From an optimization exercise on the open Yosys and OpenROAD flow, aimed at small area, a short achievable clock period and few clock cycles per item; shortcuts taken in it are not production practice.
At most, simulation tests tie the RTL to the original design; equivalence was not proved.
No activity file was given, so power comes from the tool's default toggle rates.

Setup of run R:
==> module relu_drain, before the edit <==
module relu_drain (
    input  logic                                                   clk,
    input  logic                                                   reset,
    input  logic                                                   drain_start,
    input  logic [conv_pkg::NUM_OUT_MAPS-1:0][conv_pkg::ACC_W-1:0] acc_s,
    input  logic [conv_pkg::NUM_OUT_MAPS-1:0][conv_pkg::ACC_W-1:0] acc_c,
    output logic                                                   out_valid,
    input  logic                                                   out_ready,
    output logic [conv_pkg::ACC_W-1:0]                             out_data,
    output logic [conv_pkg::MAP_W-1:0]                             out_map,
    output logic                                                   drain_done
);
    logic                         xfer;
    logic                         last_map;
    logic                         load;
    logic [conv_pkg::NUM_OUT_MAPS-1:0] rd_sel;
    logic [conv_pkg::NUM_OUT_MAPS-1:0] rd_sel_n;
    logic [conv_pkg::ACC_W-1:0]        sel_s;
    logic [conv_pkg::ACC_W-1:0]        sel_c;
    logic [conv_pkg::ACC_W-1:0]        res;
    assign xfer       = out_valid && out_ready;
    assign last_map   = (out_map == conv_pkg::MAP_W'(conv_pkg::NUM_OUT_MAPS - 1));
    assign drain_done = xfer && last_map;
    assign load       = drain_start || (xfer && !last_map);
    always_comb begin
        sel_s = '0;
        sel_c = '0;
        for (int m = 0; m < conv_pkg::NUM_OUT_MAPS; m++) begin
            sel_s = sel_s | ({conv_pkg::ACC_W{rd_sel[m]}} & acc_s[m]);
            sel_c = sel_c | ({conv_pkg::ACC_W{!rd_sel_n[m]}} & acc_c[m]);
        end
    end
    assign res = sel_s + sel_c;
    always_ff @(posedge clk) begin
        if (reset) begin
            out_valid <= 1'b0;
            out_map   <= '0;
            rd_sel    <= conv_pkg::NUM_OUT_MAPS'(1);
            rd_sel_n  <= ~conv_pkg::NUM_OUT_MAPS'(1);
        end else begin
            if (drain_start) begin
                out_valid <= 1'b1;
                out_map   <= '0;
            end else if (xfer) begin
                if (last_map) out_valid <= 1'b0;
                else out_map <= out_map + 1'b1;
            end
            if (load) begin
                rd_sel   <= {rd_sel[conv_pkg::NUM_OUT_MAPS-2:0], rd_sel[conv_pkg::NUM_OUT_MAPS-1]};
                rd_sel_n <= {rd_sel_n[conv_pkg::NUM_OUT_MAPS-2:0], rd_sel_n[conv_pkg::NUM_OUT_MAPS-1]};
            end
        end
    end
    always_ff @(posedge clk) begin
        if (load) out_data <= res[conv_pkg::ACC_W-1] ? '0 : res;
    end
endmodule
export LEC_CHECK = 0
export ABC_AREA = 0
export CAP_MARGIN = 20
export CORE_MARGIN = 2
export CORE_UTILIZATION = 40
export CTS_BUF_LIST = sky130_fd_sc_hd__clkbuf_4 sky130_fd_sc_hd__clkbuf_8 sky130_fd_sc_hd__clkbuf_16
export CTS_CLUSTER_DIAMETER = 140
export CTS_CLUSTER_SIZE = 25
export SLEW_MARGIN = 20
export TNS_END_PERCENT = 0
create_clock -name core_clock -period 10.0 [get_ports {clk}]
standard.sh (not shown) runs the stock make flow with config.mk's settings and CLKGATE_MAP_FILE= SYNTH_SCRIPT=/design/flow/synth_recipe.tcl, a recipe that flattens the netlist after the stock synthesis.
==> flow/flow/run.sh <==
#!/bin/bash
set -euo pipefail
bash standard.sh SETUP_SLACK_MARGIN=7 "BUFFER_PORTS_ARGS=-buffer_cell sky130_fd_sc_hd__buf_2" finish > standard_flow.log 2>&1
Run R ended with every stage complete and zero timing, DRC or antenna violations.
Changes in run E relative to run R:
diff --git a/flow/design.v b/flow/design.v
--- a/flow/design.v
+++ b/flow/design.v
@@ -371,6 +371,7 @@
     logic                         xfer;
     logic                         last_map;
     logic                         load;
+    localparam logic [conv_pkg::NUM_OUT_MAPS-1:0] SEL_MAP0 = 1;
     logic [conv_pkg::NUM_OUT_MAPS-1:0] rd_sel;
     logic [conv_pkg::NUM_OUT_MAPS-1:0] rd_sel_n;
     logic [conv_pkg::ACC_W-1:0]        sel_s;
@@ -393,8 +394,8 @@
         if (reset) begin
             out_valid <= 1'b0;
             out_map   <= '0;
-            rd_sel    <= conv_pkg::NUM_OUT_MAPS'(1);
-            rd_sel_n  <= ~conv_pkg::NUM_OUT_MAPS'(1);
+            rd_sel    <= SEL_MAP0;
+            rd_sel_n  <= ~SEL_MAP0;
         end else begin
             if (drain_start) begin
                 out_valid <= 1'b1;
u_drain.out_data[26] as the capturing element of the worst setup path was reported by run R, and out_data[21] by run E.
Compared with run R, in run E wire length saw a decrease, overall power saw a decrease, worst path setup slack after routing saw a decrease, cell area after layout saw an increase, placement-stage cell area saw little to no change.
Testbench counts of run E, summed over its fixed seeds: cycles 11,078, items 6,015.
The RTL of run R was laid out without a check of its function.

-- port drivers added, routing unchanged --
No port has a modelled driver above. Below, the same layouts with a new extraction and two added sets of constraints.
Step 1: set_driving_cell puts a clkbuf_16 on clk and a buf_2 on each other input, an assumption about the parent block.
Step 2 also shifts input and output timing later by t, the mid clock arrival at the registers, as if the neighbouring blocks saw the same clock.
Slacks: ideal ports / drivers / drivers and shift; pairs: ideal ports / drivers.
| run | t (ns) | setup WS [ns] | latest minus earliest clock arrival (ns) | worst data-port slew with drivers (ns) | cell pins on the clock port's net |
|---|---|---|---|---|---|
| run R | 0.748 | 6.718 / 6.660 / 6.250 | 0.046 / 0.047 | 0.08 | 1 |
| run E | 0.750 | 6.633 / 6.560 / 6.094 | 0.055 / 0.055 | 0.07 | 1 |
After both steps setup and hold are still met in every run listed. The setup slack of run E, which loses most, moves by -0.073 ns with the drivers and by -0.539 ns with both steps.
